From an optimization exercise on the open Yosys and OpenROAD flow, aimed at a short achievable clock period and few clock cycles; shortcuts taken in it are not production practice.
RTL that was checked went through simulation tests only; none was proved equivalent to the original.
Power and IR drop assume default switching activity.

==> 01-26 <==
## dcache_ctrl
module dcache_ctrl #(
    parameter int INDEX_W = 4
) (
    input  logic          clk_i,
    input  logic          rst_i,
    input  logic          cpu_req_i,
    input  logic          cpu_we_i,
    input  logic [31:0]   cpu_addr_i,
    input  logic [31:0]   cpu_data_i,
    output logic [31:0]   cpu_data_o,
    output logic          cpu_stall_o,
    output logic          mem_req_o,
    output logic          mem_we_o,
    output logic [31:0]   mem_addr_o,
    output logic [127:0]  mem_data_o,
    input  logic [127:0]  mem_data_i,
    input  logic          mem_ack_i
);
export LEC_CHECK = 0
export ABC_CLOCK_PERIOD_IN_PS = 2500
export CAP_MARGIN = 20
export CORE_MARGIN = 2
export CORE_UTILIZATION = 40
export SETUP_SLACK_MARGIN = 3.7
export SLEW_MARGIN = 20
export SYNTH_HIERARCHICAL = 1
export SYNTH_MINIMUM_KEEP_SIZE = 0
export TNS_END_PERCENT = 20
create_clock -name core_clock -period 7.0 [get_ports {clk_i}]
standard.sh (not shown) runs the stock make flow with config.mk's settings and CLKGATE_MAP_FILE= SYNTH_SCRIPT=/design/flow/synth_recipe.tcl, a recipe that flattens the netlist after the stock synthesis.
==> flow/flow/run.sh <==
#!/bin/bash
# Standard layout, with the port buffers inserted as buf_4 (a plain buffer the resizer sizes
# further) instead of the delay-buffer cell buffer_ports otherwise picks on sky130hd.
set -euo pipefail
bash standard.sh 'BUFFER_PORTS_ARGS=-buffer_cell sky130_fd_sc_hd__buf_4' finish > standard_make.log 2>&1
==> inputs of 01-25, as changes to 01-26 <==
==> flow/design.v (replaced) <==
module dcache_ctrl #(
    parameter int INDEX_W = 4
) (
    input  logic          clk_i,
    input  logic          rst_i,
    input  logic          cpu_req_i,
    input  logic          cpu_we_i,
    input  logic [31:0]   cpu_addr_i,
    input  logic [31:0]   cpu_data_i,
    output logic [31:0]   cpu_data_o,
    output logic          cpu_stall_o,
    output logic          mem_req_o,
    output logic          mem_we_o,
    output logic [31:0]   mem_addr_o,
    output logic [127:0]  mem_data_o,
    input  logic [127:0]  mem_data_i,
    input  logic          mem_ack_i
);
    localparam int LINES = 1 << INDEX_W;
    localparam int TAG_W = 28 - INDEX_W;
    logic [LINES-1:0]     valid_q, dirty_q;
    logic [TAG_W-1:0]     tag_q [LINES];
    logic [127:0]         data_q [LINES];
    logic                 done_q, mreq_q, mwe_q, fetch_q;
    logic [27:0]          maddr_q;
    logic [127:0]         mdata_q;
    logic [31:0]          dout_q;
    logic [LINES-1:0]     fline_q;
    logic [3:0]           fsel_q;
    logic [3:0]           stsel_q [LINES];
    logic [TAG_W-1:0]     req_tag;
    logic [INDEX_W-1:0]   idx;
    logic [1:0]           off;
    logic [LINES-1:0]     line_sel;
    logic [3:0]           word_sel;
    logic                 idle, hit, victim_dirty, wb_ack, lookup_hit, lookup_miss;
    logic [127:0]         line_rd, wdata;
    logic [31:0]          word_rd;
    assign req_tag = cpu_addr_i[31:4+INDEX_W];
    assign idx     = cpu_addr_i[3+INDEX_W:4];
    assign off     = cpu_addr_i[3:2];
    always_comb begin
        for (int i = 0; i < LINES; i++)
            line_sel[i] = (idx == INDEX_W'(i));
        for (int w = 0; w < 4; w++)
            word_sel[w] = (off == 2'(w));
    end
    assign line_rd      = data_q[idx];
    assign word_rd      = line_rd[{off, 5'b0} +: 32];
    assign hit          = valid_q[idx] & (tag_q[idx] == req_tag);
    assign victim_dirty = valid_q[idx] & dirty_q[idx];
    assign idle        = ~done_q & ~mreq_q;
    assign lookup_hit  = idle & cpu_req_i & hit;
    assign lookup_miss = idle & cpu_req_i & ~hit;
    assign wb_ack      = mreq_q & mwe_q & mem_ack_i;
    assign cpu_stall_o = ~(done_q | (fetch_q & mem_ack_i));
    always_comb begin
        cpu_data_o = dout_q;
        for (int w = 0; w < 4; w++)
            cpu_data_o = cpu_data_o | ({32{fsel_q[w]}} & mem_data_i[32*w +: 32]);
    end
    assign mem_req_o  = mreq_q;
    assign mem_we_o   = mwe_q;
    assign mem_addr_o = {maddr_q, 4'b0};
    assign mem_data_o = mdata_q;
    always_ff @(posedge clk_i) begin
        if (rst_i) begin
            done_q  <= 1'b0;
            mreq_q  <= 1'b0;
            fetch_q <= 1'b0;
            fline_q <= '0;
            fsel_q  <= '0;
            for (int i = 0; i < LINES; i++)
                stsel_q[i] <= '0;
        end else begin
            done_q <= lookup_hit;
            for (int i = 0; i < LINES; i++)
                stsel_q[i] <= {4{lookup_hit & cpu_we_i & line_sel[i]}} & word_sel;
            if (idle) begin
                mreq_q  <= lookup_miss;
                fetch_q <= lookup_miss & ~victim_dirty;
                fline_q <= {LINES{lookup_miss & ~victim_dirty}} & line_sel;
                fsel_q  <= {4{lookup_miss & ~victim_dirty}} & word_sel;
            end else if (wb_ack) begin
                fetch_q <= 1'b1;
                fline_q <= line_sel;
                fsel_q  <= word_sel;
            end else if (fetch_q & mem_ack_i) begin
                mreq_q  <= 1'b0;
                fetch_q <= 1'b0;
                fline_q <= '0;
                fsel_q  <= '0;
            end
        end
    end
    always_ff @(posedge clk_i) begin
        if (idle) begin
            mwe_q   <= victim_dirty;
            maddr_q <= {victim_dirty ? tag_q[idx] : req_tag, idx};
            mdata_q <= line_rd;
        end else if (wb_ack) begin
            mwe_q   <= 1'b0;
            maddr_q <= {req_tag, idx};
        end
    end
    always_ff @(posedge clk_i) begin
        if (idle)
            dout_q <= {32{hit}} & word_rd;
        else
            dout_q <= '0;
    end
    always_comb
        for (int w = 0; w < 4; w++)
            wdata[32*w +: 32] = (fetch_q & ~(fsel_q[w] & cpu_we_i)) ? mem_data_i[32*w +: 32] : cpu_data_i;
    always_ff @(posedge clk_i) begin
        if (rst_i) begin
            valid_q <= '0;
            dirty_q <= '0;
        end else begin
            for (int i = 0; i < LINES; i++) begin
                if (fline_q[i] & mem_ack_i) begin
                    valid_q[i] <= 1'b1;
                    dirty_q[i] <= cpu_we_i;
                end else if (|stsel_q[i]) begin
                    dirty_q[i] <= 1'b1;
                end
            end
        end
    end
    always_ff @(posedge clk_i) begin
        for (int i = 0; i < LINES; i++) begin
            if (fline_q[i] & mem_ack_i)
                tag_q[i] <= req_tag;
            for (int w = 0; w < 4; w++)
                if ((fline_q[i] & mem_ack_i) | stsel_q[i][w])
                    data_q[i][32*w +: 32] <= wdata[32*w +: 32];
        end
    end
endmodule
--- a/flow/config.mk
+++ b/flow/config.mk
@@ -8,9 +8,7 @@
 export ABC_CLOCK_PERIOD_IN_PS = 2500
 export CAP_MARGIN = 20
 export CORE_MARGIN = 2
 export CORE_UTILIZATION = 40
 export SETUP_SLACK_MARGIN = 3.7
 export SLEW_MARGIN = 20
-export SYNTH_HIERARCHICAL = 1
-export SYNTH_MINIMUM_KEEP_SIZE = 0
 export TNS_END_PERCENT = 20
==> summary.txt <==
quantity                                                                         01-25                    01-26
Outcome                                                        complete, no violations  complete, no violations
Overall die area                                                             0.260 mm²                0.265 mm²
Post-synthesis instance area                                                 0.102 mm²                0.104 mm²
Detailed route wirelength on metal2                                         174,000 µm               179,000 µm
Least-Margin Pin Slew                                                          1.01 ns                  1.14 ns
Data required time of the critical path                                        7.81 ns                  5.60 ns
Source of the worst hold timing path                                        valid_q[6]            stsel_q[3][1]
Share of the clock period used by the worst path after layout                    0.545                    0.510
Setup Fix Bufs, Post-CTS                                                            73                       94
Instance count on the critical path                                                  9                        4
Total of cells resized after clock tree synthesis                                  184                       97
Internal power summed over all cells                                         27,800 µW                28,000 µW
Synth-to-layout area growth                                                      19.8%                    17.7%
Total core area                                                              0.254 mm²                0.259 mm²
Final Instance Area                                                          0.123 mm²                0.123 mm²
Pre-CTS setup slack                                                           0.975 ns                  2.17 ns
Sequential cell area in the final layout                                    0.0808 mm²               0.0792 mm²
Post-place instance area                                                     0.110 mm²                0.111 mm²
Testbench counts of 01-26, summed over its fixed seeds: cycles 72,304.
No functional check of the RTL was part of 01-25.

## re-timing with driven ports
Ports are ideal in the flow. The routed layouts listed here were re-timed in OpenROAD. Step 1 sets driving cells, clkbuf_16 on the clock port and buf_2 on the other inputs (assumed; they add their load-dependent delay and slew). Step 2 adds t to the input delays and takes it off the output delays; t is the mean of the earliest and latest rising clock arrival at the registers after step 1. Input paths then give back, and output paths get back, about the clock's delay inside the block. Slacks: ideal ports / drivers / drivers and shift; pairs: ideal ports / drivers.
run | t (ns) | setup slack, ns | cell pins on the clock port's net
01-26 | 1.015 | 3.431 / 3.332 / 2.483 | 1
01-25 | 1.035 | 3.183 / 2.995 / 1.960 | 1
After both steps every run listed still meets setup and hold. For 01-25, which loses most, drivers alone change the setup slack by -0.188 ns; drivers and shift together by -1.223 ns.
